Source: an optimization exercise on an open RTL-to-GDS flow (aim: small area, a short achievable clock period and few clock cycles per item). Production flows keep margins and buffers that such runs may drop.
Only simulation tests tie the RTL to the original design; equivalence was not proved.
Power is estimated from default activity; no workload was simulated.

## flow/design.v (module list and top-level ports; edited modules follow where they fit)
// module snm_benc: 31 lines
// module snm_mul: 984 lines
// module smoothed_noise_modulator: 456 lines
module smoothed_noise_modulator (
    input  logic        i_clk,
    input  logic        i_rst_n,
    input  logic        i_s_tvalid,
    output logic        o_s_tready,
    input  logic [95:0] i_s_tdata,
    input  logic [1:0]  i_s_tuser,
    output logic        o_m_tvalid,
    input  logic        i_m_tready,
    output logic [31:0] o_m_tdata,
    input  logic        i_cfg_valid,
    output logic        o_cfg_ready,
    input  logic [1:0]  i_cfg_index,
    input  logic [15:0] i_cfg_data
);
  // ...
==> flow/flow/run.sh <==
#!/bin/bash
set -euo pipefail
cp config.mk config.mk.orig
grep -v '^export SETUP_SLACK_MARGIN' config.mk.orig > config.mk
echo 'export SETUP_SLACK_MARGIN = 5.8' >> config.mk
cp standard.sh standard.sh.txt
bash standard.sh > standard.log 2>&1
==> flow/standard.sh <==
#!/bin/bash
# synth_recipe.tcl (not shown) runs the flow's synth.tcl, then flattens the netlist and writes it again
# the make line also repeats each setting of config.mk as NAME=value (left out here)
make -C /OpenROAD-flow-scripts/flow DESIGN_CONFIG=/design/flow/config.mk WORK_HOME=/design/flow/orfs CLKGATE_MAP_FILE= SYNTH_SCRIPT=/design/flow/synth_recipe.tcl "${@:-finish}"
==> flow/config.mk <==
export PLATFORM = sky130hd
export DESIGN_NAME = smoothed_noise_modulator
export DESIGN_NICKNAME = smoothed_noise_modulator
export VERILOG_FILES = /design/flow/design.v
export SDC_FILE = /design/flow/constraint.sdc
export NUM_CORES = 4
export LEC_CHECK = 0
export ABC_AREA = 1
export CAP_MARGIN = 20
export CORE_MARGIN = 2
export CORE_UTILIZATION = 55
export CTS_CLUSTER_DIAMETER = 60
export CTS_CLUSTER_SIZE = 20
export SLEW_MARGIN = 20
export SETUP_SLACK_MARGIN = 5.8
==> flow/constraint.sdc <==
create_clock -name core_clock -period 9.0 [get_ports {i_clk}]
set_input_delay 1.8000 -clock core_clock [delete_from_list [all_inputs] [get_ports {i_clk}]]
set_output_delay 1.8000 -clock core_clock [all_outputs]
set_load 0.01 [all_outputs]
==> key figures, run 1 <==
Layout
  – Num sequential: 2398
  – NonClk Buf Share: 0.04374
  – Multi-input gate area: 0.04931 mm^2
  – Comb_multi_in: 7632
  – Non-filler instance count after layout: 15078
  – Clock Buffer Count: 214

Routing
  – DR pass1 iterations: 6
  – Routed Antenna Nets: 0
  – Met2 Wirelength: 176600 um
  – DRC Markers: 0
  – Initial drt markers: 9099

Hold path
  – WHS Path Cells: 0

Power and ir drop
  – Seq. pwr: 16200 uW
  – Clock group: 8310 uW
  – Pwr Total: 38680 uW

Critical path
  – Cells on worst reg2reg path: 19
  – CP endpoint: r4_sb[2]
  – Crit path depth: 19
  – WS Path Type: flip-flop to flip-flop
  – Worst setup SP type: flip-flop

Yosys
  – Mux contribution to synthesized area: 0.003801
  – Main synth FF type: edfxtp_1
  – Most numerous cell in the Yosys netlist: nand2_1

Placed design
  – Area after DPL: 0.1271 mm^2
  – Placed Instances: 14460

Clocking
  – Clk latency of the worst-skew pair: 0.88 ns

Global route
  – Initial antenna violation count: 13
  – Global-route wire length before repair: 532300 um

Floorplan
  – DIE AREA: 0.2264 mm^2

STA
  – Final worst slack: 5.659 ns
  – Crit share post-route: 0.3712

Outcome
  – Outcome: timing/DRC/antenna clean
Testbench counts, summed over its fixed seeds: cycles 25,556, items 20,122.
==> run 2, diff against run 1 <==
--- a/flow/config.mk
+++ b/flow/config.mk
@@ -8,7 +8,7 @@
 export ABC_AREA = 1
 export CAP_MARGIN = 20
 export CORE_MARGIN = 2
-export CORE_UTILIZATION = 55
+export CORE_UTILIZATION = 40
 export CTS_CLUSTER_DIAMETER = 60
 export CTS_CLUSTER_SIZE = 20
 export SLEW_MARGIN = 20
==> run 2 against run 1 <==
Still clean on timing, DRC and antenna. Non-clock buffer count grew 102. Critical path depth grew 2. Utilization shrank 16 points. Combinational power is essentially flat. Final cell count grew 8.2%. Fmax shrank 6.6%.
==> key figures, run 2 <==
Outcome
  – Outcome: timing/DRC/antenna clean (unchanged)

Routing
  – Routed Antenna Nets: 0 (unchanged)
  – Via count of the routed design: 88974 (was 88189)
  – DR pass1 iterations: 8 (was 6)
  – Initial drt markers: 9232 (was 9099)
  – Total routed wirelength: 373800 um (was 366400 um)
  – DRC Markers: 0 (unchanged)
  – WL/cell: 22.90 um (was 24.30 um)
  – Vias/cell: 5.452 (was 5.849)

STA
  – TNS Setup: 0 ns (unchanged)
  – Final Max Slew Viols: 0 (unchanged)
  – Unrepaired setup endpoints after global routing: yes (unchanged)
  – Fmax: 0.2795 GHz (was 0.2993 GHz)
  – Crit share post-route: 0.3975 (was 0.3712)
  – Least-Margin Pin Slew: 1.130 ns (was 1.147 ns)
  – Final Hold Fails: 0 (unchanged)
  – Final worst slack: 5.423 ns (was 5.659 ns)
  – Worst Skew: 0.08173 ns (was 0.05009 ns)
  – Final setup violation count: 0 (unchanged)
  – Post-route minimum period: 3.577 ns (was 3.341 ns)
  – Max_slew headroom: 0.2458 (was 0.2351)

Global route
  – GR Util met1: 0.3091 (was 0.4220)
  – Global-route wire length before repair: 543800 um (was 532300 um)
  – Largest net degree at the start of global routing: 150 (was 117)
  – M2 GR Usage: 0.3892 (was 0.5308)
  – Initial antenna violation count: 13 (unchanged)
  – Grt peak-use layer: met2 (unchanged)
  – Total Routing Usage GR: 0.2318 (was 0.3170)
  – Vias in the first global route: 84988 (was 84181)
  – Global Route met3 Usage: 0.02973 (was 0.03949)
  – GR Overflow Total: 0 (unchanged)

Yosys
  – Post-synth cell types: 67 (unchanged)
  – Seq/Total Area, Yosys: 0.5789 (unchanged)
  – Post-synthesis cell count: 11690 (unchanged)
  – Synthesized area per cell: 10.47 um^2 (unchanged)
  – EDFF count, synth: 2285 (unchanged)
  – Largest family of logic cells by synthesized area: simple AND/OR/NAND/NOR gates (unchanged)
  – Main synth FF type: edfxtp_1 (unchanged)
  – Synth Area in Compound Gates: 0.07252 (unchanged)
  – Synth warnings: 1 (unchanged)
  – Most numerous cell in the Yosys netlist: nand2_1 (unchanged)
  – Area leader, netlist: edfxtp_1 (unchanged)
  – Flops & latches, synth: 2398 (unchanged)
  – Async SR Flop Fraction: 0 (unchanged)
  – Mux contribution to synthesized area: 0.003801 (unchanged)
  – Syn Std Cell Area: 0.1224 mm^2 (unchanged)
  – Adder-cell share of the synthesized area: 0.08510 (unchanged)
  – Post-Synth Simple-Gate Area: 0.1721 (unchanged)
  – Largest cells by area after synthesis: edfxtp_1 (56%), nand2_1 (10%), fa_1 (6.5%) (unchanged)
  – Synth top area share: 0.5604 (unchanged)
  – Top cells by count, synth: nand2_1 (3265), edfxtp_1 (2285), inv_1 (1104) (unchanged)
  – Synth Area in XOR/XNOR: 0.03469 (unchanged)

Hold path
  – WHS Path Cells: 0 (unchanged)
  – Hold wc startpoint: r2_k2a[0] (was r2_k2b[3])
  – Hold EP: r3_k2a[0] (was r3_k2b[3])
  – Hold WC Path Type: flip-flop to flip-flop (unchanged)

Clocking
  – Clk latency of the worst-skew pair: 0.92 ns (was 0.88 ns)
  – TritonCTS clock tree: yes (unchanged)
  – Longest Clk Path Bufs: 4 (was 3)
  – Num Clock Sinks: 2398 (unchanged)
  – CTS H-tree depth: 4 (unchanged)
  – CTS root buf: clkbuf_16 (unchanged)
  – CTS Buf Count: 182 (was 176)
  – Clk slew on worst S/H paths: 0.08 ns (about the same)

Floorplan
  – DIE AREA: 0.3105 mm^2 (was 0.2264 mm^2)
  – Die Y-Extent: 557.3 um (was 475.8 um)
  – Row count: 203 (was 173)
  – Initial Util: 0.4011 (was 0.5519)
  – Die Width: 557.3 um (was 475.8 um)
  – Core Area: 0.3053 mm^2 (was 0.2219 mm^2)
  – Io pins: 156 (unchanged)

Layout
  – Fin area: 0.1440 mm^2 (was 0.1409 mm^2)
  – Largest register by flop count: r_gain (unchanged)
  – Nets: 12788 (was 12674)
  – Most common cell after layout, fill and taps aside: nand2_1 (unchanged)
  – Area grow syn2layout: 17.64% (was 15.11%)
  – Layout cells sized above 1: 0.1626 (was 0.1415)
  – Commonest cells after routing, fill and taps aside: nand2_1 (3027), edfxtp_1 (2285), inv_1 (1012), nand3_1 (810), xor2_1 (409) (was nand2_1 (3035), edfxtp_1 (2285), inv_1 (1027), nand3_1 (886), xor2_1 (413))
  – Max FFs per register: 288 (unchanged)

Critical path
  – Critical path required time: 9.66 ns (was 9.57 ns)
  – Worst r2r dst: r4_sb[21] (was r4_sb[2])
  – Worst setup SP type: flip-flop (unchanged)
  – Nature of the critical path endpoint: flip-flop (unchanged)
  – WS Path Type: flip-flop to flip-flop (unchanged)
  – R2r setup slk: 5.42 ns (was 5.66 ns)
  – CP arrival: 4.24 ns (was 3.91 ns)
  – RR Startpoint: r3_ch[1] (unchanged)
  – Cells on worst reg2reg path: 21 (was 19)
  – Crit path max fanout: 7 (was 5)

Placed design
  – Post-detail-place hpwl: 238400 um (was 235500 um)
  – Final GP Congestion: 0.9315 (was 0.9442)
  – Area after DPL: 0.1284 mm^2 (was 0.1271 mm^2)
  – Pre-CTS WS: 4.450 ns (was 4.407 ns)
  – IO Port Bufs: 149 (unchanged)

Power and ir drop
  – Worst IR Drop VDD: 0.0002768 V (was 0.0003066 V)
  – Static leakage: 0.05870 uW (was 0.05808 uW)
  – PwrDens: 272.3 mW/mm^2 (was 274.4 mW/mm^2)
  – Pwr Total: 39220 uW (was 38680 uW)

Run
  – Max_cap viols: 0 (unchanged)
## run 2: cell counts after synthesis
No cell type changed its count.
## run 2: kinds of logic (layout without fill, tap and decap cells)
kind of cell / after synthesis / after routing
flip-flops: 2398 / 2398
other: 2 / 7
XOR/XNOR: 485 / 485
buffers and inverters: 1663 / 2185
multiplexers: 46 / 46
adder cells (fa/ha/maj): 594 / 594
AO/OA/AOI/OAI: 1419 / 1419
AND/OR/NAND/NOR: 5083 / 5086
## run 2: area by class of cell
cell class                      instances  area (um^2)
Fill cell                           27800       161300
Tap cell                             4100         5130
Sequential cell                      2398        70910
Clock inverter                         98         1328
Inverter                             1165         4818
Timing Repair inverter                 21        156.4
Clock buffer                          229         4762
Timing Repair Buffer                  672         6964
Multi-Input combinational cell       7633        49960
Antenna cell                            4        10.01
## run 2: repair_timing
action                                  4_1_cts  5_1_grt
endpoints found under the setup margin      989      691
hold buffers                                  0        0
setup buffers                               208      150
gates cloned                                 36       16
pin swaps                                   357      203
gates resized for setup                    1103      518
## run 2: worst max path at each step
stage / end / start / cells after the start / slack (ns)
6_report: r4_sb[21] / r3_ch[1] / 21 / 5.42
5_1_grt: r4_sa[30] / r3_ch[1] / 19 / 5.37
4_1_cts: r4_sa[25] / r3_ch[1] / 16 / 5.53
3_5_place_dp: r2_sa[19] / r0_sl[4] / 15 / 4.45
3_3_place_gp: r2_sa[19] / r0_sl[4] / 15 / 4.41
2_1_floorplan: r_a1[0] / r4_mot / 4 / 4.74
## run 2: critical path, cell delays in order (launching register included)
cell and delay, ns:
edfxtp_1 0.55, buf_6 0.19, nand3_4 0.11, nor3_4 0.06, buf_6 0.12, buf_8 0.12, buf_12 0.14, buf_12 0.14
buf_12 0.12, nand2_4 0.05, nand3_4 0.07, nor2_4 0.25, nand2_2 0.13, nand3_2 0.11, nand3_2 0.10, nand3_2 0.12
nand2_2 0.09, buf_6 0.12, nand2_4 0.05, nand2_4 0.06, fa_2 0.52, inv_1 0.04
## run 2: power by group
part	switching, uW	leakage [uW]	internal, uW
sequential	478	0.0232	15700
clock	4310	0.00294	4220
combinational	10200	0.0326	4230
total	15000	0.0587	24200
## run 2: through the flow
stage	utilization	cells	hold slack (ns)
final	0.4718	16320	0.4216
after global routing	0.4718	16319	0.4299
after CTS	0.4600	16149	0.4159
after detailed placement	0.4206	15578	0.4045
after global placement	0.4204	15578	0.4005
after floorplan	-	11691	0.4003
## run 2: metal layers
layer | share of wire | vias to the layer above
met2 | 0.48 | 3689
li1 | - | 40872
met4 | 0.038 | 4
met1 | 0.41 | 43760
met5 | 0.000072 | -
met3 | 0.074 | 649
==> module smoothed_noise_modulator, before the edit <==
module smoothed_noise_modulator (
    input  logic        i_clk,
    input  logic        i_rst_n,
    input  logic        i_s_tvalid,
    output logic        o_s_tready,
    input  logic [95:0] i_s_tdata,
    input  logic [1:0]  i_s_tuser,
    output logic        o_m_tvalid,
    input  logic        i_m_tready,
    output logic [31:0] o_m_tdata,
    input  logic        i_cfg_valid,
    output logic        o_cfg_ready,
    input  logic [1:0]  i_cfg_index,
    input  logic [15:0] i_cfg_data
);
    localparam int NCH = 6;
    logic [15:0] r_mgain;
    logic [3:0]  r_morder;
    logic        r_auto;
    assign o_cfg_ready = 1'b1;
    always_ff @(posedge i_clk) begin
        if (!i_rst_n) begin
            r_mgain  <= 16'd2000;
            r_morder <= 4'd10;
            r_auto   <= 1'b1;
        end else if (i_cfg_valid) begin
            case (i_cfg_index)
                2'd0: r_mgain  <= i_cfg_data;
                2'd1: r_morder <= i_cfg_data[3:0];
                2'd2: r_auto   <= i_cfg_data[0];
                default: ;
            endcase
        end
    end
    logic [NCH*32-1:0] r_a0, r_a1, r_a2, r_a3, r_m0, r_m1;    
    logic [NCH-1:0]    r_okp_l, r_okq_l, r_okp_m, r_okq_m;    
    logic [NCH*4-1:0]  r_ord_a, r_ord_b;                      
    logic [NCH-1:0]    r_ord_ok;
    logic [NCH*48-1:0] r_gain;                                
    logic [NCH-1:0]    r_gain_ok;
    logic adv;           
    logic hz;            
    logic mv0;           
    logic r_rdy;         
    logic s_acc;
    logic [2:0] in_ch;
    logic in_range, in_upd, in_par, in_mot;
    logic [NCH-1:0] in_sl, in_sm;
    assign in_ch    = i_s_tdata[2:0];
    assign in_range = (in_ch < 3'd6);
    assign in_mot   = (i_s_tuser == 2'd1);
    assign in_upd   = in_range && r_auto && (i_s_tuser == 2'd0 || i_s_tuser == 2'd1);
    assign in_par   = in_range && (i_s_tuser == 2'd2);
    assign mv0        = r_rdy;
    assign o_s_tready = r_rdy;
    assign s_acc      = i_s_tvalid && mv0;
    always_comb begin
        for (int c = 0; c < NCH; c++) begin
            in_sl[c] = s_acc && in_upd && !in_mot && in_ch == c;
            in_sm[c] = s_acc && in_upd &&  in_mot && in_ch == c;
        end
    end
    logic           r0_vld, r0_par, r0_mot;
    logic [2:0]     r0_ch;
    logic [NCH-1:0] r0_sl, r0_sm;    
    logic [31:0]    r0_xa;
    logic [16:0]    r0_xb;
    logic [3:0]     r0_oa, r0_ob;
    always_ff @(posedge i_clk) begin
        if (!i_rst_n) begin
            r0_vld <= 1'b0;
            r0_par <= 1'b0;
            r0_sl  <= '0;
            r0_sm  <= '0;
        end else if (mv0) begin
            r0_vld <= s_acc && in_upd;
            r0_par <= s_acc && in_par;
            r0_sl  <= in_sl;
            r0_sm  <= in_sm;
        end
    end
    always_ff @(posedge i_clk) begin
        if (mv0) begin
            r0_mot <= in_mot;
            r0_ch  <= in_ch;
            r0_oa  <= i_s_tdata[72:69];
            r0_ob  <= i_s_tdata[92:89];
            if (i_s_tuser[1]) begin
                r0_xa <= i_s_tdata[68:37];
                r0_xb <= {1'b0, i_s_tdata[88:73]};
            end else begin
                r0_xa <= {{15{i_s_tdata[19]}}, i_s_tdata[19:3]};
                r0_xb <= i_s_tdata[36:20];
            end
        end
    end
    always_ff @(posedge i_clk) begin
        if (!i_rst_n) begin
            r_ord_ok <= '0;
        end else begin
            for (int c = 0; c < NCH; c++)
                if (r0_par && r0_ch == c) r_ord_ok[c] <= 1'b1;
        end
    end
    always_ff @(posedge i_clk) begin
        for (int c = 0; c < NCH; c++)
            if (r0_par && r0_ch == c) begin
                r_ord_a[c*4 +: 4] <= r0_oa;
                r_ord_b[c*4 +: 4] <= r0_ob;
            end
    end
    logic [NCH-1:0] r2_sl, r2_sm, r3_sl, r3_sm, r4_sl, r4_sm;    
    logic [31:0] pa, pb, ha, hb, xb, s1a, c1a, s1b, c1b;
    logic [3:0]  k1a, k1b;
    logic [4:0]  k2a, k2b;
    assign hz = |{r0_sl & r2_sl, r0_sm & r2_sm};
    always_comb begin
        pa  = '0;
        pb  = '0;
        k1a = (|r0_sm) ? r_morder : 4'd0;
        k1b = '0;
        for (int c = 0; c < NCH; c++) begin
            if (r0_sl[c] && r_okp_l[c]) begin
                pa = pa | r_a0[c*32 +: 32];
                pb = pb | r_a2[c*32 +: 32];
            end
            if (r0_sm[c] && r_okp_m[c]) pa = pa | r_m0[c*32 +: 32];
            if (r0_sl[c] && r_ord_ok[c]) begin
                k1a = k1a | r_ord_a[c*4 +: 4];
                k1b = k1b | r_ord_b[c*4 +: 4];
            end
        end
        k2a = {1'b0, k1a} + {4'd0, |r0_sm};
        k2b = {1'b0, k1b} + {4'd0, |r0_sl};
        ha  = ~(32'($signed(pa) >>> k1a));
        hb  = ~(32'($signed(pb) >>> k1b));
        xb  = {{15{r0_xb[16]}}, r0_xb};
        s1a = pa ^ ha ^ r0_xa;
        c1a = {(pa[30:0] & ha[30:0]) | (pa[30:0] & r0_xa[30:0]) | (ha[30:0] & r0_xa[30:0]), 1'b1};
        s1b = pb ^ hb ^ xb;
        c1b = {(pb[30:0] & hb[30:0]) | (pb[30:0] & xb[30:0]) | (hb[30:0] & xb[30:0]), 1'b1};
    end
    logic           r2_vld, r2_par, r2_mot;
    logic [2:0]     r2_ch;
    logic [31:0]    r2_sa, r2_ca, r2_sb, r2_cb;
    logic [3:0]     r2_k1a, r2_k1b;
    logic [4:0]     r2_k2a, r2_k2b;
    always_ff @(posedge i_clk) begin
        if (!i_rst_n) begin
            r2_vld <= 1'b0;
            r2_par <= 1'b0;
        end else if (adv) begin
            r2_vld <= r0_vld && r_rdy;
            r2_par <= r0_par && r_rdy;
        end
    end
    always_ff @(posedge i_clk) begin
        if (adv) begin
            r2_mot <= r0_mot;
            r2_ch  <= r0_ch;
            r2_sa  <= s1a;
            r2_ca  <= c1a;
            r2_sb  <= s1b;
            r2_cb  <= c1b;
            r2_k1a <= k1a;
            r2_k1b <= k1b;
            r2_k2a <= k2a;
            r2_k2b <= k2b;
        end
    end
    logic [31:0] pa_n, pb_n;
    assign pa_n = r2_sa + r2_ca;
    assign pb_n = r2_sb + r2_cb;
    always_ff @(posedge i_clk) begin
        if (!i_rst_n) begin
            r_okp_l <= '0;
            r_okp_m <= '0;
        end else begin
            r_okp_l <= r_okp_l | r2_sl;
            r_okp_m <= r_okp_m | r2_sm;
        end
    end
    always_ff @(posedge i_clk) begin
        for (int c = 0; c < NCH; c++) begin
            if (r2_sl[c]) begin
                r_a0[c*32 +: 32] <= pa_n;
                r_a2[c*32 +: 32] <= pb_n;
            end
            if (r2_sm[c]) r_m0[c*32 +: 32] <= pa_n;
        end
    end
    logic           r3_vld, r3_par, r3_mot;
    logic [2:0]     r3_ch;
    logic [31:0]    r3_pa, r3_pb;
    logic [3:0]     r3_k1a, r3_k1b;
    logic [4:0]     r3_k2a, r3_k2b;
    always_ff @(posedge i_clk) begin
        if (!i_rst_n) begin
            r3_vld <= 1'b0;
            r3_par <= 1'b0;
        end else if (adv) begin
            r3_vld <= r2_vld;
            r3_par <= r2_par;
        end
    end
    always_ff @(posedge i_clk) begin
        if (adv) begin
            r3_mot <= r2_mot;
            r3_ch  <= r2_ch;
            r3_pa  <= pa_n;
            r3_pb  <= pb_n;
            r3_k1a <= r2_k1a;
            r3_k1b <= r2_k1b;
            r3_k2a <= r2_k2a;
            r3_k2b <= r2_k2b;
        end
    end
    logic [31:0] qa, qb, gqa, gqb, y1a, y1b, s3a, c3a, s3b, c3b;
    always_comb begin
        y1a = 32'($signed(r3_pa) >>> r3_k1a);
        y1b = 32'($signed(r3_pb) >>> r3_k1b);
        qa  = '0;
        qb  = '0;
        for (int c = 0; c < NCH; c++) begin
            if (r3_sl[c] && r_okq_l[c]) begin
                qa = qa | r_a1[c*32 +: 32];
                qb = qb | r_a3[c*32 +: 32];
            end
            if (r3_sm[c] && r_okq_m[c]) qa = qa | r_m1[c*32 +: 32];
        end
        gqa = ~(32'($signed(qa) >>> r3_k2a));
        gqb = ~(32'($signed(qb) >>> r3_k2b));
        s3a = qa ^ gqa ^ y1a;
        c3a = {(qa[30:0] & gqa[30:0]) | (qa[30:0] & y1a[30:0]) | (gqa[30:0] & y1a[30:0]), 1'b1};
        s3b = qb ^ gqb ^ y1b;
        c3b = {(qb[30:0] & gqb[30:0]) | (qb[30:0] & y1b[30:0]) | (gqb[30:0] & y1b[30:0]), 1'b1};
    end
    logic           r4_vld, r4_par, r4_mot;
    logic [2:0]     r4_ch;
    logic [31:0]    r4_sa, r4_ca, r4_sb, r4_cb;
    logic [4:0]     r4_k2a, r4_k2b;
    always_ff @(posedge i_clk) begin
        if (!i_rst_n) begin
            r4_vld <= 1'b0;
            r4_par <= 1'b0;
        end else if (adv) begin
            r4_vld <= r3_vld;
            r4_par <= r3_par;
        end
    end
    always_ff @(posedge i_clk) begin
        if (adv) begin
            r4_mot <= r3_mot;
            r4_ch  <= r3_ch;
            r4_sa  <= s3a;
            r4_ca  <= c3a;
            r4_sb  <= s3b;
            r4_cb  <= c3b;
            r4_k2a <= r3_k2a;
            r4_k2b <= r3_k2b;
        end
    end
    always_comb begin
        for (int c = 0; c < NCH; c++) begin
            r2_sl[c] = r2_vld && !r2_mot && r2_ch == c;
            r2_sm[c] = r2_vld &&  r2_mot && r2_ch == c;
            r3_sl[c] = r3_vld && !r3_mot && r3_ch == c;
            r3_sm[c] = r3_vld &&  r3_mot && r3_ch == c;
            r4_sl[c] = r4_vld && !r4_mot && r4_ch == c;
            r4_sm[c] = r4_vld &&  r4_mot && r4_ch == c;
        end
    end
    logic [31:0] qa_n, qb_n;
    assign qa_n = r4_sa + r4_ca;
    assign qb_n = r4_sb + r4_cb;
    always_ff @(posedge i_clk) begin
        if (!i_rst_n) begin
            r_okq_l <= '0;
            r_okq_m <= '0;
        end else begin
            r_okq_l <= r_okq_l | r4_sl;
            r_okq_m <= r_okq_m | r4_sm;
        end
    end
    always_ff @(posedge i_clk) begin
        for (int c = 0; c < NCH; c++) begin
            if (r4_sl[c]) begin
                r_a1[c*32 +: 32] <= qa_n;
                r_a3[c*32 +: 32] <= qb_n;
            end
            if (r4_sm[c]) r_m1[c*32 +: 32] <= qa_n;
        end
    end
    logic [47:0] g_rd;
    logic [31:0] ya, yb;
    always_comb begin
        g_rd = '0;
        for (int c = 0; c < NCH; c++)
            if (r4_ch == c && r_gain_ok[c]) g_rd = g_rd | r_gain[c*48 +: 48];
        ya = 32'($signed(qa_n) >>> r4_k2a);
        yb = 32'($signed(qb_n) >>> r4_k2b);
    end
    always_ff @(posedge i_clk) begin
        if (!i_rst_n) begin
            r_gain_ok <= '0;
        end else begin
            for (int c = 0; c < NCH; c++)
                if (r4_par && r4_ch == c) r_gain_ok[c] <= 1'b1;
        end
    end
    always_ff @(posedge i_clk) begin
        for (int c = 0; c < NCH; c++)
            if (r4_par && r4_ch == c) r_gain[c*48 +: 48] <= {qb_n[15:0], qa_n};
    end
    logic [15:0] ga, gb;
    logic [7:0]  ea_one, ea_two, ea_neg, eb_one, eb_two, eb_neg;
    assign ga = r4_mot ? r_mgain : g_rd[31:16];
    assign gb = r4_mot ? 16'd0   : g_rd[47:32];
    snm_benc u_enc_a (.g(ga), .one(ea_one), .two(ea_two), .neg(ea_neg));
    snm_benc u_enc_b (.g(gb), .one(eb_one), .two(eb_two), .neg(eb_neg));
    logic        r6_vld, r6_mot;
    logic [2:0]  r6_ch;
    logic [28:0] r6_ya, r6_yb;
    logic [7:0]  r6_a_one, r6_a_two, r6_a_neg, r6_b_one, r6_b_two, r6_b_neg;
    logic [15:0] r6_off;
    always_ff @(posedge i_clk) begin
        if (!i_rst_n) begin
            r6_vld <= 1'b0;
        end else if (adv) begin
            r6_vld <= r4_vld;
        end
    end
    always_ff @(posedge i_clk) begin
        if (adv) begin
            r6_mot   <= r4_mot;
            r6_ch    <= r4_ch;
            r6_ya    <= ya[28:0];
            r6_yb    <= yb[28:0];
            r6_a_one <= ea_one;
            r6_a_two <= ea_two;
            r6_a_neg <= ea_neg;
            r6_b_one <= eb_one;
            r6_b_two <= eb_two;
            r6_b_neg <= eb_neg;
            r6_off   <= r4_mot ? 16'd512 : g_rd[15:0];
        end
    end
    logic [28:0] pra, prb, prc, pqa, pqb, pqc;
    snm_mul u_mul_a (.y(r6_ya), .one(r6_a_one), .two(r6_a_two), .neg(r6_a_neg),
                     .x_hi(r6_off[15:2]), .x_lo0(r6_off[0]), .x_lo1(r6_off[1]),
                     .ra(pra), .rb(prb), .rc(prc));
    snm_mul u_mul_b (.y(r6_yb), .one(r6_b_one), .two(r6_b_two), .neg(r6_b_neg),
                     .x_hi(14'd0), .x_lo0(r6_off[1]), .x_lo1(1'b0),
                     .ra(pqa), .rb(pqb), .rc(pqc));
    logic        r7_vld, r7_mot;
    logic [2:0]  r7_ch;
    logic [28:0] r7_pra, r7_prb, r7_prc, r7_pqa, r7_pqb, r7_pqc;
    always_ff @(posedge i_clk) begin
        if (!i_rst_n) begin
            r7_vld <= 1'b0;
        end else if (adv) begin
            r7_vld <= r6_vld;
        end
    end
    always_ff @(posedge i_clk) begin
        if (adv) begin
            r7_mot <= r6_mot;
            r7_ch  <= r6_ch;
            r7_pra <= pra;
            r7_prb <= prb;
            r7_prc <= prc;
            r7_pqa <= pqa;
            r7_pqb <= pqb;
            r7_pqc <= pqc;
        end
    end
    logic [28:0] psa, pca, psb, pcb;
    logic [13:0] lo_a, lo_b;
    logic [15:0] m1s, m1c, m3s, m3c;
    always_comb begin
        psa  = r7_pra ^ r7_prb ^ r7_prc;
        pca  = {(r7_pra[27:0] & r7_prb[27:0]) | (r7_pra[27:0] & r7_prc[27:0])
                | (r7_prb[27:0] & r7_prc[27:0]), 1'b0};
        psb  = r7_pqa ^ r7_pqb ^ r7_pqc;
        pcb  = {(r7_pqa[27:0] & r7_pqb[27:0]) | (r7_pqa[27:0] & r7_pqc[27:0])
                | (r7_pqb[27:0] & r7_pqc[27:0]), 1'b0};
        lo_a = {1'b0, psa[12:0]} + {1'b0, pca[12:0]};
        lo_b = {1'b0, psb[12:0]} + {1'b0, pcb[12:0]};
        m1s  = psa[28:13] ^ pca[28:13] ^ psb[28:13];
        m1c  = {(psa[27:13] & pca[27:13]) | (psa[27:13] & psb[27:13])
                | (pca[27:13] & psb[27:13]), lo_a[13]};
        m3s  = m1s ^ m1c ^ pcb[28:13];
        m3c  = {(m1s[14:0] & m1c[14:0]) | (m1s[14:0] & pcb[27:13]) | (m1c[14:0] & pcb[27:13]),
                lo_b[13]};
    end
    logic        r8_vld, r8_mot;
    logic [2:0]  r8_ch;
    logic [15:0] r8_s, r8_c;
    always_ff @(posedge i_clk) begin
        if (!i_rst_n) begin
            r8_vld <= 1'b0;
        end else if (adv) begin
            r8_vld <= r7_vld;
        end
    end
    always_ff @(posedge i_clk) begin
        if (adv) begin
            r8_mot <= r7_mot;
            r8_ch  <= r7_ch;
            r8_s   <= m3s;
            r8_c   <= m3c;
        end
    end
    logic [15:0] level;
    logic [13:0] v;
    logic [7:0]  value;
    logic [5:0]  slot;
    logic [29:0] res;
    always_comb begin
        level = r8_s + r8_c;
        v     = level[15:2];
        if (!v[13] && v[12:8] != 5'd0)      value = 8'd255;
        else if (v[13])                     value = r8_mot ? 8'd1 : 8'd0;
        else if (r8_mot && v[7:0] == 8'd0)  value = 8'd1;
        else                                value = v[7:0];
        slot = (r8_mot ? 6'd24 : 6'd30) + {3'd0, r8_ch};
        res  = {level, value, slot};
    end
    logic        r_out_vld, r_skid_vld, out_free, skid_n, hz_n;
    logic [29:0] r_out, r_skid;
    assign out_free = !r_out_vld || i_m_tready;
    assign adv      = !r_skid_vld;
    assign skid_n   = out_free ? 1'b0 : (r_skid_vld || (adv && r8_vld));
    always_comb begin
        if (!adv)      hz_n = hz;
        else if (hz)   hz_n = 1'b0;
        else           hz_n = |{in_sl & r0_sl, in_sm & r0_sm};
    end
    always_ff @(posedge i_clk) begin
        if (!i_rst_n) begin
            r_out_vld  <= 1'b0;
            r_skid_vld <= 1'b0;
            r_rdy      <= 1'b1;
        end else begin
            if (out_free) r_out_vld <= r_skid_vld || (adv && r8_vld);
            r_skid_vld <= skid_n;
            r_rdy      <= !skid_n && !hz_n;
        end
    end
    always_ff @(posedge i_clk) begin
        if (adv) r_skid <= res;
        if (out_free) r_out <= r_skid_vld ? r_skid : res;
    end
    assign o_m_tvalid = r_out_vld;
    assign o_m_tdata  = {2'b00, r_out};
endmodule
==> run 3, diff against run 2 <==
--- a/flow/design.v
+++ b/flow/design.v
@@ -1124,7 +1124,7 @@
                 r_ord_b[c*4 +: 4] <= r0_ob;
             end
     end
-    logic [NCH-1:0] r2_sl, r2_sm, r3_sl, r3_sm, r4_sl, r4_sm;    
+    logic [NCH-1:0] r2_sl, r2_sm;
     logic [31:0] pa, pb, ha, hb, xb, s1a, c1a, s1b, c1b;
     logic [3:0]  k1a, k1b;
     logic [4:0]  k2a, k2b;
@@ -1164,9 +1164,13 @@
         if (!i_rst_n) begin
             r2_vld <= 1'b0;
             r2_par <= 1'b0;
+            r2_sl  <= '0;
+            r2_sm  <= '0;
         end else if (adv) begin
             r2_vld <= r0_vld && r_rdy;
             r2_par <= r0_par && r_rdy;
+            r2_sl  <= r_rdy ? r0_sl : '0;
+            r2_sm  <= r_rdy ? r0_sm : '0;
         end
     end
     always_ff @(posedge i_clk) begin
@@ -1206,6 +1210,7 @@
     end
     logic           r3_vld, r3_par, r3_mot;
     logic [2:0]     r3_ch;
+    logic [NCH-1:0] r3_sl, r3_sm, r4_sl, r4_sm;
     logic [31:0]    r3_pa, r3_pb;
     logic [3:0]     r3_k1a, r3_k1b;
     logic [4:0]     r3_k2a, r3_k2b;
@@ -1213,9 +1218,13 @@
         if (!i_rst_n) begin
             r3_vld <= 1'b0;
             r3_par <= 1'b0;
+            r3_sl  <= '0;
+            r3_sm  <= '0;
         end else if (adv) begin
             r3_vld <= r2_vld;
             r3_par <= r2_par;
+            r3_sl  <= r2_sl;
+            r3_sm  <= r2_sm;
         end
     end
     always_ff @(posedge i_clk) begin
@@ -1258,9 +1267,13 @@
         if (!i_rst_n) begin
             r4_vld <= 1'b0;
             r4_par <= 1'b0;
+            r4_sl  <= '0;
+            r4_sm  <= '0;
         end else if (adv) begin
             r4_vld <= r3_vld;
             r4_par <= r3_par;
+            r4_sl  <= r3_sl;
+            r4_sm  <= r3_sm;
         end
     end
     always_ff @(posedge i_clk) begin
@@ -1275,16 +1288,6 @@
             r4_k2b <= r3_k2b;
         end
     end
-    always_comb begin
-        for (int c = 0; c < NCH; c++) begin
-            r2_sl[c] = r2_vld && !r2_mot && r2_ch == c;
-            r2_sm[c] = r2_vld &&  r2_mot && r2_ch == c;
-            r3_sl[c] = r3_vld && !r3_mot && r3_ch == c;
-            r3_sm[c] = r3_vld &&  r3_mot && r3_ch == c;
-            r4_sl[c] = r4_vld && !r4_mot && r4_ch == c;
-            r4_sm[c] = r4_vld &&  r4_mot && r4_ch == c;
-        end
-    end
     logic [31:0] qa_n, qb_n;
     assign qa_n = r4_sa + r4_ca;
     assign qb_n = r4_sb + r4_cb;
==> run 3 against run 2 <==
Still clean on timing, DRC and antenna. Clock skew rose by 0.015 ns. First-iteration DRC count rose by 3.9%. Synthesized cell count fell by 0.93%. Routed wire length fell by 2.8%. Worst hold slack got worse by 0.0012 ns. Combinational power barely moved. Final area fell by 1.9%. Largest cell class unchanged.
==> key figures, run 3 <==
Outcome
  – Outcome: timing/DRC/antenna clean (unchanged)

Clocking
  – Num Clock Sinks: 2434 (was 2398)
  – TritonCTS clock tree: yes (unchanged)
  – Hold_buf cts: 0 (unchanged)
  – Clk latency of the worst-skew pair: 0.93 ns (was 0.92 ns)
  – Longest Clk Path Bufs: 4 (unchanged)
  – CTS Buf Count: 192 (was 182)
  – Clk slew on worst S/H paths: 0.08 ns (about the same)
  – CTS root buf: clkbuf_16 (unchanged)
  – CTS H-tree depth: 4 (unchanged)

Layout
  – Area grow syn2layout: 14.34% (was 17.64%)
  – Commonest cells after routing, fill and taps aside: nand2_1 (2896), edfxtp_1 (2285), inv_1 (1057), nand3_1 (1022), nor2_1 (428) (was nand2_1 (3027), edfxtp_1 (2285), inv_1 (1012), nand3_1 (810), xor2_1 (409))
  – Nets: 12535 (was 12788)
  – Multi-input gate area: 0.04726 mm^2 (was 0.04996 mm^2)
  – Filler cells: 28164 (was 27800)
  – Max FFs per register: 288 (unchanged)
  – Largest register by flop count: r_gain (unchanged)
  – Non-filler instance count after layout: 16102 (was 16320)
  – Most common cell after layout, fill and taps aside: nand2_1 (unchanged)
  – Sequential cell area: 0.07172 mm^2 (was 0.07091 mm^2)
  – Core Util, Final: 0.4585 (was 0.4718)
  – Layout cells sized above 1: 0.1198 (was 0.1626)

Critical path
  – Crit path depth: 1 (was 21)
  – CP cell instances: buf_2 (was buf_6 -> nand3_4 -> nor3_4 -> buf_6 -> buf_8 -> buf_12 -> buf_12 -> buf_12 -> nand2_4 -> nand3_4 -> nor2_4 -> nand2_2 -> nand3_2 -> nand3_2 -> nand3_2 -> nand2_2 -> buf_6 -> nand2_4 -> nand2_4 -> fa_2 -> inv_1)
  – Worst r2r dst: r4_sb[1] (was r4_sb[21])
  – R2r setup slk: 5.84 ns (was 5.42 ns)
  – Critical path required time: 7.20 ns (was 9.66 ns)
  – WS Path Type: flip-flop to output port (was flip-flop to flip-flop)
  – Nature of the critical path endpoint: output port (was flip-flop)
  – Crit path max fanout: 1 (was 7)
  – Critical path's largest stage delay: 0.52 ns (was 0.55 ns)
  – Worst path slowest cell: edfxtp_1 (unchanged)
  – Cells on worst reg2reg path: 11 (was 21)
  – CP arrival: 1.61 ns (was 4.24 ns)
  – RR Startpoint: r3_sl[4] (was r3_ch[1])
  – Largest delay share family, worst path: flip-flops (was simple AND/OR/NAND/NOR gates)
  – Worst setup SP type: flip-flop (unchanged)
  – Crit path buf inv count: 1 (was 8)

Global route
  – GR Overflow Total: 0 (unchanged)
  – Global-route wire length before repair: 531400 um (was 543800 um)
  – Total Routing Usage GR: 0.2217 (was 0.2318)
  – Largest net degree at the start of global routing: 99 (was 150)
  – Vias in the first global route: 84782 (was 84988)
  – Initial antenna violation count: 8 (was 13)

STA
  – Final setup violation count: 0 (unchanged)
  – Final Hold Fails: 0 (unchanged)
  – Fmax: 0.2935 GHz (was 0.2795 GHz)
  – Post-route minimum period: 3.408 ns (was 3.577 ns)
  – Crit share post-route: 0.3786 (was 0.3975)
  – Worst Skew: 0.09716 ns (was 0.08173 ns)
  – Max_slew headroom: 0.1907 (was 0.2458)
  – Final Max Slew Viols: 0 (unchanged)
  – Least-Margin Pin Slew: 1.214 ns (was 1.130 ns)
  – TNS Setup: 0 ns (unchanged)
  – Unrepaired setup endpoints after global routing: yes (unchanged)

Yosys
  – Seq/Total Area, Yosys: 0.5795 (was 0.5789)
  – Synth warnings: 1 (unchanged)
  – Flops & latches, synth: 2434 (was 2398)
  – Area leader, netlist: edfxtp_1 (unchanged)
  – Synthesized area per cell: 10.67 um^2 (was 10.47 um^2)
  – Post-synth cell types: 69 (was 67)
  – Largest cells by area after synthesis: edfxtp_1 (56%), nand2_1 (9.0%), fa_1 (6.4%) (was edfxtp_1 (56%), nand2_1 (10%), fa_1 (6.5%))
  – Most numerous cell in the Yosys netlist: nand2_1 (unchanged)
  – Main synth FF type: edfxtp_1 (unchanged)
  – EDFF count, synth: 2285 (unchanged)
  – Syn Std Cell Area: 0.1235 mm^2 (was 0.1224 mm^2)
  – Async SR Flop Fraction: 0 (unchanged)
  – Synth top area share: 0.5554 (was 0.5604)
  – Top cells by count, synth: nand2_1 (2970), edfxtp_1 (2285), inv_1 (1136) (was nand2_1 (3265), edfxtp_1 (2285), inv_1 (1104))
  – Post-synthesis cell count: 11581 (was 11690)

Power and ir drop
  – Pwr Total: 40130 uW (was 39220 uW)
  – Worst IR Drop VDD: 0.0003059 V (was 0.0002768 V)
  – Comb pwr share: 0.366 (was 0.369)
  – Clock share of power: 0.224 (was 0.218)
  – Int Power: 24900 uW (was 24200 uW)
  – Seq pwr share: 0.410 (was 0.414)
  – NetSw: 15240 uW (was 15010 uW)
  – PwrDens: 284.1 mW/mm^2 (was 272.3 mW/mm^2)
  – Sw frac: 0.3797 (was 0.3828)
  – Static leakage: 0.05741 uW (was 0.05870 uW)

Floorplan
  – Die Width: 559.8 um (was 557.3 um)
  – Core Area: 0.3081 mm^2 (was 0.3053 mm^2)
  – Die Y-Extent: 559.8 um (was 557.3 um)
  – Row count: 204 (was 203)
  – Io pins: 156 (unchanged)
  – DIE AREA: 0.3133 mm^2 (was 0.3105 mm^2)
  – Initial Util: 0.4010 (was 0.4011)

Routing
  – Initial drt markers: 9594 (was 9232)
  – Vias/cell: 5.449 (was 5.452)
  – Routed Antenna Nets: 0 (unchanged)
  – DR pass1 iterations: 8 (unchanged)
  – Total routed wirelength: 363100 um (was 373800 um)
  – DRC Markers: 0 (unchanged)
  – Via count of the routed design: 87740 (was 88974)
  – WL/cell: 22.55 um (was 22.90 um)

Hold path
  – Hold WC Path Type: flip-flop to flip-flop (unchanged)
  – WHS Path Cells: 0 (unchanged)
  – Hold wc startpoint: r2_mot (was r2_k2a[0])
  – Hold EP: r3_mot (was r3_k2a[0])

Run
  – Max_cap viols: 0 (unchanged)

Placed design
  – IO Port Bufs: 149 (unchanged)
  – Final GP Congestion: 0.9262 (was 0.9315)
  – Placed Instances: 15448 (was 15578)
  – Post-detail-place hpwl: 233700 um (was 238400 um)
==> run 3: timing repair <==
action	in CTS	in global routing
setup endpoints to repair	689	617
cloned	28	22
buffers inserted	120	128
resized for setup	527	428
pin swaps	44	105
==> run 3: layer usage <==
layer / wire (um) / share of wire / up-vias / track usage
li1: - / - / 40425 / -
met5: 13 / 0.000036 / - / 0
met4: 13940 / 0.038 / 2 / 0.07807
met3: 25140 / 0.069 / 654 / 0.02604
met2: 171600 / 0.47 / 3591 / 0.3658
met1: 152500 / 0.42 / 43068 / 0.3023
==> run 3: cells by family after synthesis <==
group,after synthesis,share of synthesized area
adders and majority gates,594,0.08434
buffers and inverters,1728,0.05693
other,2,0.00006079
DFF,2434,0.5795
xor gates and xnor gates,486,0.03445
muxes,38,0.003119
and+or+nand+nor,4737,0.1599
AOI/OAI and AO/OA,1562,0.08170
==> run 3: power groups by stage <==
| stage | logic [uW] | registers (uW) | clock network [uW] |
|---|---|---|---|
| detailed placement | 13300 | 16700 | 0 |
| global placement | 13000 | 16700 | 0 |
| floorplan | 8060 | 16500 | 0 |
| CTS | 13900 | 16400 | 9190 |
| finish | 14700 | 16500 | 9010 |
| global route | 16100 | 16500 | 9560 |
==> run 3: through the flow <==
stage | cell area, um^2 | hold WS, ns | setup slack [ns]
finish | 141300 | 0.4204 | 5.592
global route | 141300 | 0.4288 | 5.561
CTS | 138100 | 0.4203 | 5.539
detailed placement | 128700 | 0.4045 | 4.498
global placement | 128700 | 0.4030 | 4.569
floorplan | 123600 | 0.4003 | 5.842
==> run 3: worst max-delay path by stage <==
stage / start / endpoint
2_1_floorplan: r6_a_neg[0] / r7_prb[28]
3_3_place_gp: r3_sl[4] / r4_sa[10]
3_5_place_dp: r3_sl[4] / r4_sa[10]
4_1_cts: r_out[0] / o_m_tdata[0]
5_1_grt: r_out[0] / o_m_tdata[0]
6_report: r_out[0] / o_m_tdata[0]
==> run 3: area by class of cell <==
type	count	share of cell area
clock inverter	127	0.01174
sequential	2434	0.5077
inverter	1207	0.03622
multi-input combinational	7421	0.3346
tap	4120	0.03649
clock buffer	225	0.03533
timing repair inverter	34	0.001727
timing repair buffer	530	0.03616
antenna	4	0.00007086
Testbench counts of run 3, summed over its fixed seeds: cycles 25,556, items 20,122.

## static timing again, ports no longer ideal
In the flow no input, the clock included, has a driving cell. The finished layouts below were timed again as built, in two steps. Step 1 sets driving cells, clkbuf_16 on the clock port and buf_2 on the other inputs (assumed; they add their load-dependent delay and slew). Step 2 times the ports against the registers' clock, not the clock port: input delays grow and output delays shrink by t, the midpoint of the rising clock arrivals with the driver on. a / b / c = ideal ports / drivers / drivers and shift; a / b = the first two.
| run | shift t [ns] | setup slack, ns | hold WS [ns] | clock arrival spread, ns |
|---|---|---|---|---|
| run 1 | 0.943 | 5.659 / 5.636 / 5.135 | 0.421 / 0.421 / 0.421 | 0.068 / 0.068 |
| run 2 | 0.984 | 5.423 / 5.423 / 5.053 | 0.422 / 0.422 / 0.422 | 0.100 / 0.101 |
| run 3 | 0.984 | 5.592 / 5.489 / 5.099 | 0.420 / 0.420 / 0.420 | 0.115 / 0.115 |
After both steps every run listed still meets setup and hold. The setup slack of run 1, which loses most, moves by -0.023 ns with the drivers and by -0.524 ns with both steps.
